Background: an optimization exercise with open tools, aiming at small area, a short achievable clock period and few clock cycles per item. Do not read the settings as production practice. Only simulation tests tie the RTL to the original design; equivalence was not proved. No activity file was given, so power comes from the tool's default toggle rates.

==> flow/design.v <==
package chol_types_pkg;
  typedef logic signed [8-1:0] sample_t;
  typedef logic signed [32-1:0] l_word_t;
  typedef logic signed [64-1:0] acc_t;
  typedef logic [$clog2(16)-1:0] band_t;
  typedef logic [$clog2(4)-1:0] em_t;
  typedef logic [$clog2(4*(4+1)/2)-1:0] tri_addr_t;
endpackage
package chol_ctrl_pkg;
  typedef enum logic [2:0] {
    IDLE,
    READ,    
    SUM,     
    DIV,     
    SQRT,    
    DONE
  } phase_t;
  typedef enum logic [1:0] {
    HOLD,
    CLEAR,
    ACC
  } mac_op_t;
endpackage
`timescale 1ns/1ps
module chol_update_top (
  input  logic                    clk,
  input  logic                    rst,
  input  logic                    start,
  input  chol_types_pkg::em_t     size,
  output logic                    addr_valid,
  output chol_types_pkg::band_t   u_band,
  output chol_types_pkg::em_t     u_col,
  output chol_types_pkg::band_t   vec_band,
  input  chol_types_pkg::sample_t u_data,
  input  chol_types_pkg::sample_t vec_data,
  input  logic                    data_valid,
  output logic                    busy,
  output logic                    done,
  output logic                    singular,
  input  logic                    rd_valid,
  input  chol_types_pkg::em_t     rd_row,
  input  chol_types_pkg::em_t     rd_col,
  output chol_types_pkg::l_word_t rd_data,
  output logic                    rd_data_valid
);
  logic        accept;
  logic [1:0]  row;         
  logic [2:0]  jf;          
  logic [2:0]  nw;          
  logic [2:0]  pk;          
  logic [1:0]  kk;          
  logic [1:0]  dsr;         
  logic [2:0]  mph;         
  logic        acc_zero;    
  logic        ma;          
  logic        apre;        
  logic        a_pre;       
  logic        crit;        
  logic        form;        
  logic        form0;       
  logic        pf;          
  logic        chk;         
  logic        dv_run;
  logic        dv_sqrt;
  logic        dv_fin;      
  logic [6:0]  cnt;         
  logic        qneg;
  logic        tneg;        
  assign accept = start && !busy && !rst;
  logic [31:0] lm [10];
  logic [1:0]  mx_row, mx_col;
  logic [31:0] mx;
  logic        wr_en;
  logic [1:0]  wr_col;
  logic [31:0] wr_data;
  function automatic logic [3:0] tri_idx(input logic [1:0] r, input logic [1:0] c);
    case ({r, c})
      4'b00_00: tri_idx = 4'd0;
      4'b01_00: tri_idx = 4'd1;
      4'b01_01: tri_idx = 4'd2;
      4'b10_00: tri_idx = 4'd3;
      4'b10_01: tri_idx = 4'd4;
      4'b10_10: tri_idx = 4'd5;
      4'b11_00: tri_idx = 4'd6;
      4'b11_01: tri_idx = 4'd7;
      4'b11_10: tri_idx = 4'd8;
      4'b11_11: tri_idx = 4'd9;
      default:  tri_idx = 4'd15;
    endcase
  endfunction
  always_comb begin
    case ({mx_row, mx_col})
      4'b00_00: mx = lm[0];
      4'b01_00: mx = lm[1];
      4'b01_01: mx = lm[2];
      4'b10_00: mx = lm[3];
      4'b10_01: mx = lm[4];
      4'b10_10: mx = lm[5];
      4'b11_00: mx = lm[6];
      4'b11_01: mx = lm[7];
      4'b11_10: mx = lm[8];
      4'b11_11: mx = lm[9];
      default:  mx = '0;
    endcase
  end
  always_ff @(posedge clk) begin
    for (int e = 0; e < 10; e++) begin
      if (wr_en && tri_idx(row, wr_col) == 4'(e)) lm[e] <= wr_data;
    end
  end
  always_comb begin
    mx_row = rd_row;
    mx_col = rd_col;
    if (busy) begin
      if (form || form0) begin
        mx_row = jf[1:0];
        mx_col = jf[1:0];
      end else if (ma) begin
        mx_row = row;
        mx_col = pk[1:0];
      end else if (apre) begin
        mx_row = jf[1:0];
        mx_col = nw[1:0];
      end else begin
        mx_row = dsr;
        mx_col = kk;
      end
    end
  end
  always_ff @(posedge clk) begin
    if (!busy || ma || apre) rd_data <= mx;
    else if (crit && (jf[1:0] == row)) rd_data <= wr_data;
  end
  always_ff @(posedge clk) begin
    if (rst) rd_data_valid <= 1'b0;
    else     rd_data_valid <= rd_valid;
  end
  logic              [4:0]  rx_cnt;
  logic signed       [15:0] pr;
  logic                     pv;
  logic signed       [19:0] gacc;
  logic signed       [19:0] gnext;
  logic                     g_rdy;
  logic                     g_last;
  assign vec_band = u_band;
  assign g_rdy    = rx_cnt[4];
  assign g_last   = pv && (rx_cnt == 5'd15);
  assign gnext    = ((rx_cnt == 5'd0) ? 20'sd0 : gacc) + 20'(pr);
  always_ff @(posedge clk) begin
    if (rst) begin
      addr_valid <= 1'b0;
    end else if (accept) begin
      addr_valid <= 1'b1;
      u_col      <= '0;
      u_band     <= '0;
    end else if ((form || form0) && (jf[1:0] != row)) begin
      addr_valid <= 1'b1;
      u_col      <= jf[1:0] + 2'd1;
      u_band     <= '0;
    end else if (addr_valid) begin
      u_band <= u_band + 4'd1;
      if (u_band == 4'd15) addr_valid <= 1'b0;
    end
  end
  always_ff @(posedge clk) begin
    pr <= u_data * vec_data;
    pv <= data_valid && !rst;
    if (accept || form || form0) begin
      rx_cnt <= '0;
    end else if (pv) begin
      rx_cnt <= rx_cnt + 5'd1;
      gacc   <= gnext;
    end
  end
  logic signed [31:0] a_op;
  logic signed [8:0]  dig;
  logic signed [40:0] pp;
  logic signed [40:0] ppr;
  logic        [63:0] pp_sh;
  logic        [63:0] acc;
  logic        [63:0] acc_eff;
  logic        [63:0] ax, az;
  logic               acin;
  logic        [63:0] acc_sum;
  logic        [63:0] g16;
  logic        [63:0] g16n;
  logic        [63:0] s_m;
  logic               y_ovf;
  logic        [63:0] q;
  assign a_op    = rd_data;
  assign pp      = a_op * dig;
  assign acc_eff = acc_zero ? 64'd0 : acc;
  assign g16     = {{28{gacc[19]}}, gacc, 16'd0};
  assign g16n    = {{28{gnext[19]}}, gnext, 16'd0};
  assign s_m     = {acc_eff[63:8], 8'd0};
  always_comb begin
    case (mph)
      3'd4:    pp_sh = 64'(ppr);
      3'd5:    pp_sh = {64'(ppr)} << 8;
      3'd6:    pp_sh = {64'(ppr)} << 16;
      default: pp_sh = {64'(ppr)} << 24;
    endcase
  end
  always_comb begin
    if (form) begin
      ax = ~s_m;    az = g16;   acin = 1'b1;      
    end else if (pf) begin
      ax = ~q;      az = '0;    acin = 1'b1;      
    end else begin
      ax = acc_eff; az = pp_sh; acin = 1'b0;
    end
  end
  logic [64:0] acc_sum_x;
  assign acc_sum_x = {ax, acin} + {az, acin};
  assign acc_sum   = acc_sum_x[64:1];
  assign y_ovf = (g16[63] ^ s_m[63]) & (acc_sum[63] ^ g16[63]);
  always_ff @(posedge clk) begin
    if (mph >= 3'd4) acc <= acc_sum;
    if (mph >= 3'd3 && mph <= 3'd6) ppr <= pp;
    if (crit) begin
      dig <= {1'b0, wr_data[7:0]};
    end else if (mph >= 3'd2 && mph <= 3'd5) begin
      case (mph)
        3'd2: dig <= {1'b0, mx[7:0]};
        3'd3: dig <= {1'b0, mx[15:8]};
        3'd4: dig <= {1'b0, mx[23:16]};
        default: dig <= {mx[31], mx[31:24]};
      endcase
    end
  end
  logic [32:0] rm;
  logic [31:0] dr;         
  logic [34:0] a1, a2;
  logic [35:0] ob1, ob2;
  logic        ci;
  logic [35:0] df1, df2;
  logic        ge1, ge2;
  logic [32:0] r1, r2;
  logic [31:0] rt1;
  logic [32:0] lowmask;
  logic [32:0] sk_rem;
  logic        skip;
  always_comb begin
    for (int b = 0; b < 33; b++) lowmask[b] = (b < 31) ? |(dr >> (b + 1)) : 1'b0;
  end
  assign sk_rem = {rm[24:0], q[63:56]};
  assign skip   = (cnt[6:4] != 3'd0) &&
                  (dv_sqrt ? ((dr == 32'd0) && (q[63:56] == 8'd0))
                           : (!dr[31] && (rm[32:25] == 8'd0) && ((sk_rem & ~lowmask) == 33'd0)));
  assign ci = dv_sqrt ? 1'b1 : ~dr[31];
  assign a1  = dv_sqrt ? {rm, q[63:62]} : {2'b00, rm[31:0], q[63]};
  assign ob1 = dv_sqrt ? {2'b11, ~dr, 2'b10} : {4'hF, dr[31] ? dr : ~dr};
  assign df1 = {1'b0, a1} + ob1 + 36'(ci);
  assign ge1 = ~df1[35];
  assign r1  = ge1 ? df1[32:0] : a1[32:0];
  assign rt1 = {dr[30:0], ge1};
  assign a2  = dv_sqrt ? {r1, q[61:60]} : {2'b00, r1[31:0], q[62]};
  assign ob2 = dv_sqrt ? {2'b11, ~rt1, 2'b10} : ob1;
  assign df2 = {1'b0, a2} + ob2 + 36'(ci);
  assign ge2 = ~df2[35];
  assign r2  = ge2 ? df2[32:0] : a2[32:0];
  always_ff @(posedge clk) begin
    if (form || form0) begin
      q    <= form0 ? g16n : acc_sum;
      rm   <= '0;
      dr   <= (jf[1:0] == row) ? 32'd0 : mx;
      cnt  <= 7'd64;
      qneg <= (form0 ? gnext[19] : acc_sum[63]) ^ mx[31];
      tneg <= form0 ? gnext[19] : (acc_sum[63] ^ y_ovf);
    end else if (pf) begin
      if (q[63]) q <= acc_sum;
    end else if (dv_run) begin
      cnt <= cnt - (skip ? 7'd8 : (dv_sqrt ? 7'd4 : 7'd2));
      if (skip) begin
        q  <= {q[55:0], 8'd0};
        rm <= sk_rem;
      end else if (dv_sqrt) begin
        q  <= {q[59:0], 4'd0};
        rm <= r2;
        dr <= {dr[29:0], ge1, ge2};
      end else begin
        q  <= {q[61:0], ge1, ge2};
        rm <= r2;
      end
    end
  end
  logic can_ma;
  logic sing;
  logic dz;
  logic pipe_free;
  assign pipe_free = (mph == 3'd0) || (mph == 3'd7);
  assign can_ma = (pk < nw) && pipe_free && !crit;
  assign ma     = busy && !done && can_ma && (jf <= {1'b0, row});
  assign apre   = busy && dv_run && !dv_sqrt && !a_pre && (jf[1:0] != row) && (jf <= {1'b0, row}) &&
                  (pk == nw) && pipe_free;
  assign crit   = dv_fin && (pk == nw) && pipe_free && ((jf[1:0] == row) || a_pre);
  assign form0  = busy && (jf == 3'd0) && g_last;
  assign form   = busy && !done && (jf != 3'd0) && g_rdy && (pk == jf) && (mph == 3'd0) &&
                  !dv_run && !dv_fin && !pf && !chk;
  assign sing   = tneg || (q == 64'd0);
  assign dz     = (dr == 32'd0);
  always_comb begin
    wr_en   = dv_fin || (pf && dz) || done;
    wr_col  = done ? row : nw[1:0];
    if (done)    wr_data = singular ? 32'd0 : dr;
    else if (pf) wr_data = 32'd0;
    else         wr_data = qneg ? -q[31:0] : q[31:0];
  end
  always_ff @(posedge clk) begin
    if (rst) begin
      busy     <= 1'b0;
      done     <= 1'b0;
      singular <= 1'b0;
      dv_run   <= 1'b0;
      dv_fin   <= 1'b0;
      pf       <= 1'b0;
      chk      <= 1'b0;
      mph      <= 3'd0;
    end else if (accept) begin
      busy     <= 1'b1;
      row      <= size;
      jf       <= '0;
      nw       <= '0;
      pk       <= '0;
      acc_zero <= 1'b1;
      a_pre    <= 1'b0;
      mph      <= 3'd0;
      dv_run   <= 1'b0;
      dv_fin   <= 1'b0;
      pf       <= 1'b0;
      chk      <= 1'b0;
    end else if (busy) begin
      done   <= 1'b0;
      dv_fin <= 1'b0;
      pf     <= 1'b0;
      if (done) busy <= 1'b0;
      if (crit) begin
        mph   <= 3'd3;
        kk    <= nw[1:0];
        dsr   <= row;
        pk    <= pk + 3'd1;
        a_pre <= 1'b0;
      end else if (ma) begin
        mph <= 3'd2;
        kk  <= pk[1:0];
        dsr <= jf[1:0];
        pk  <= pk + 3'd1;
      end else if (mph != 3'd0) begin
        mph <= (mph == 3'd7) ? 3'd0 : mph + 3'd1;
      end
      if (mph == 3'd4) acc_zero <= 1'b0;
      if (apre) a_pre <= 1'b1;
      if (form || form0) begin
        jf       <= jf + 3'd1;
        pk       <= '0;
        acc_zero <= 1'b1;
        a_pre    <= 1'b0;
        dv_sqrt  <= (jf[1:0] == row);
        if (jf[1:0] == row) begin
          dv_run <= 1'b1;
          chk    <= 1'b1;
        end else begin
          pf     <= 1'b1;
        end
      end
      if (pf && !dz) dv_run <= 1'b1;
      if (chk) begin
        chk      <= 1'b0;
        singular <= sing;
        if (sing) begin
          dv_run <= 1'b0;
          done   <= 1'b1;
        end
      end
      if (dv_run && !(chk && sing) && !skip && (cnt == (dv_sqrt ? 7'd4 : 7'd2))) begin
        dv_run <= 1'b0;
        if (dv_sqrt) done   <= 1'b1;
        else         dv_fin <= 1'b1;
      end
      if (dv_fin || (pf && dz)) nw <= nw + 3'd1;
    end
  end
endmodule
make LEC_CHECK=0 ABC_CLOCK_PERIOD_IN_PS=4000 CAP_MARGIN=20 CORE_MARGIN=2 CORE_UTILIZATION=50 SETUP_SLACK_MARGIN=5 SLEW_MARGIN=20 finish   # period 12.0 ns
run.sh (not shown) runs the stock make flow with config.mk's settings and CLKGATE_MAP_FILE= SYNTH_SCRIPT=/design/flow/synth_recipe.tcl, a recipe that flattens the netlist after the stock synthesis.
Testbench counts at the start, summed over its fixed seeds: cycles 52,621, updates 768.
Rerun with:
--- a/flow/design.v
+++ b/flow/design.v
@@ -238,15 +238,20 @@
   logic [32:0] r1, r2;
   logic [31:0] rt1;
   logic [32:0] lowmask;
-  logic [32:0] sk_rem;
-  logic        skip;
+  logic [32:0] sk_rem, sk_rem16;
+  logic        skip, skip8, skip16;
   always_comb begin
     for (int b = 0; b < 33; b++) lowmask[b] = (b < 31) ? |(dr >> (b + 1)) : 1'b0;
   end
-  assign sk_rem = {rm[24:0], q[63:56]};
-  assign skip   = (cnt[6:4] != 3'd0) &&
-                  (dv_sqrt ? ((dr == 32'd0) && (q[63:56] == 8'd0))
-                           : (!dr[31] && (rm[32:25] == 8'd0) && ((sk_rem & ~lowmask) == 33'd0)));
+  assign sk_rem   = {rm[24:0], q[63:56]};
+  assign sk_rem16 = {rm[16:0], q[63:48]};
+  assign skip8    = (cnt >= 7'd16) &&
+                    (dv_sqrt ? ((dr == 32'd0) && (q[63:56] == 8'd0))
+                             : (!dr[31] && (rm[32:25] == 8'd0) && ((sk_rem & ~lowmask) == 33'd0)));
+  assign skip16   = (cnt >= 7'd24) &&
+                    (dv_sqrt ? ((dr == 32'd0) && (q[63:48] == 16'd0))
+                             : (!dr[31] && (rm[32:17] == 16'd0) && ((sk_rem16 & ~lowmask) == 33'd0)));
+  assign skip     = skip8 || skip16;
   assign ci = dv_sqrt ? 1'b1 : ~dr[31];
   assign a1  = dv_sqrt ? {rm, q[63:62]} : {2'b00, rm[31:0], q[63]};
   assign ob1 = dv_sqrt ? {2'b11, ~dr, 2'b10} : {4'hF, dr[31] ? dr : ~dr};
@@ -270,8 +275,11 @@
     end else if (pf) begin
       if (q[63]) q <= acc_sum;
     end else if (dv_run) begin
-      cnt <= cnt - (skip ? 7'd8 : (dv_sqrt ? 7'd4 : 7'd2));
-      if (skip) begin
+      cnt <= cnt - (skip16 ? 7'd16 : skip8 ? 7'd8 : (dv_sqrt ? 7'd4 : 7'd2));
+      if (skip16) begin
+        q  <= {q[47:0], 16'd0};
+        rm <= sk_rem16;
+      end else if (skip8) begin
         q  <= {q[55:0], 8'd0};
         rm <= sk_rem;
       end else if (dv_sqrt) begin
Global-route usage rose by 1.1 points. Routed wire length is higher by about 9%. Non-clock buffer count rose by 62. Clock power barely changes. Combinational power falls by 17%. Worst setup slack improved by 0.017 ns. Sequential share of layout area came out lower by 1.7 points. Hold slack gains 0.052 ns. Power went down by 10%. Design area came out higher by 5.2%. Area after synthesis rose by about 4.3%. Die area came out higher by 4.3%. Clock-buffer cell count went up by 9. Final cell count increases by 6.6%.
Testbench counts after the change, summed over its fixed seeds: cycles 48,219, updates 768.

========
v6:
Another version of the RTL of chol_update_top (not shown whole).
For scale: roughly 5,500 cells after synthesis, about 74 I/O pins.
==> flow/config.mk <==
export PLATFORM = sky130hd
export DESIGN_NAME = chol_update_top
export DESIGN_NICKNAME = chol_update_top
export VERILOG_FILES = /design/flow/design.v
export SDC_FILE = /design/flow/constraint.sdc
export NUM_CORES = 4
export LEC_CHECK = 0
export ABC_CLOCK_PERIOD_IN_PS = 4000
export CAP_MARGIN = 20
export CORE_MARGIN = 2
export CORE_UTILIZATION = 55
export CTS_CLUSTER_DIAMETER = 80
export CTS_CLUSTER_SIZE = 20
export SETUP_SLACK_MARGIN = 5
export SLEW_MARGIN = 20
==> flow/constraint.sdc <==
create_clock -name core_clock -period 12.0 [get_ports {clk}]
set_input_delay 2.4000 -clock core_clock [delete_from_list [all_inputs] [get_ports {clk}]]
set_output_delay 2.4000 -clock core_clock [all_outputs]
set_load 0.01 [all_outputs]
Testbench counts of v6, summed over its fixed seeds: cycles 47,336, updates 768.
Inputs modified between v6 and v7:
diff --git a/flow/design.v b/flow/design.v
--- a/flow/design.v
+++ b/flow/design.v
@@ -139,42 +139,42 @@
   end
   logic              [4:0]  rx_cnt;
   logic signed       [15:0] pr;
   logic                     pv;
   logic signed       [19:0] gacc;
   logic signed       [19:0] gnext;
   logic                     g_rdy;
   logic                     g_last;
   assign vec_band = u_band;
   assign g_rdy    = rx_cnt[4];
   assign g_last   = pv && (rx_cnt == 5'd15);
+  assign pr       = u_data * vec_data;    
+  assign pv       = data_valid;
   assign gnext    = ((rx_cnt == 5'd0) ? 20'sd0 : gacc) + 20'(pr);
   always_ff @(posedge clk) begin
     if (rst) begin
       addr_valid <= 1'b0;
     end else if (accept) begin
       addr_valid <= 1'b1;
       u_col      <= '0;
       u_band     <= '0;
     end else if ((form || form0) && (jf[1:0] != row)) begin
       addr_valid <= 1'b1;
       u_col      <= jf[1:0] + 2'd1;
       u_band     <= '0;
     end else if (addr_valid) begin
       u_band <= u_band + 4'd1;
       if (u_band == 4'd15) addr_valid <= 1'b0;
     end
   end
   always_ff @(posedge clk) begin
-    pr <= u_data * vec_data;
-    pv <= data_valid && !rst;
     if (accept || form || form0) begin
       rx_cnt <= '0;
     end else if (pv) begin
       rx_cnt <= rx_cnt + 5'd1;
       gacc   <= gnext;
     end
   end
   logic signed [31:0] a_op;
   logic signed [8:0]  dig;
   logic signed [40:0] pp;
   logic signed [40:0] ppr;
Results
No run among v6 and v7 stopped early or left any final violation; all are clean.
v7 against v6: internal power contribution has increased, post-route minimum period up 0.20 ns, number of I/O pins did not really move, ratio of final minimum period to clock period went up, worst slew margin relative to its limit decreased by 14 points relative to the old numbers.
Compared with v6, v7 shows a higher overall power consumption.
Testbench counts of v7, summed over its fixed seeds: cycles 45,607, updates 768.

afterwards: timing with drivers on the ports:
The flow's constraints put no driver on any port. The routed layouts listed below were extracted and timed again, unchanged, in two steps.
Step 1, drivers: a clkbuf_16 drives clk and a buf_2 each remaining input, both assumed.
Step 2 times the ports against the registers' clock, not the clock port: input delays grow and output delays shrink by t, the midpoint of the rising clock arrivals with the driver on.
Three values: no drivers, after step 1, after step 2; two values: the first two.
run | t, ns | setup slack, ns | cell pins on the clock port's net
the first run of note 1 | 0.728 | 5.217 / 5.217 / 4.599 | 1
the second run of note 1 | 0.718 | 5.234 / 5.234 / 4.753 | 1
v6 | 0.736 | 5.218 / 5.218 / 4.587 | 1
v7 | 0.746 | 5.013 / 4.924 / 4.178 | 1
After both steps setup and hold are still met in every run listed. The setup slack of v7, which loses most, moves by -0.089 ns with the drivers and by -0.835 ns with both steps.
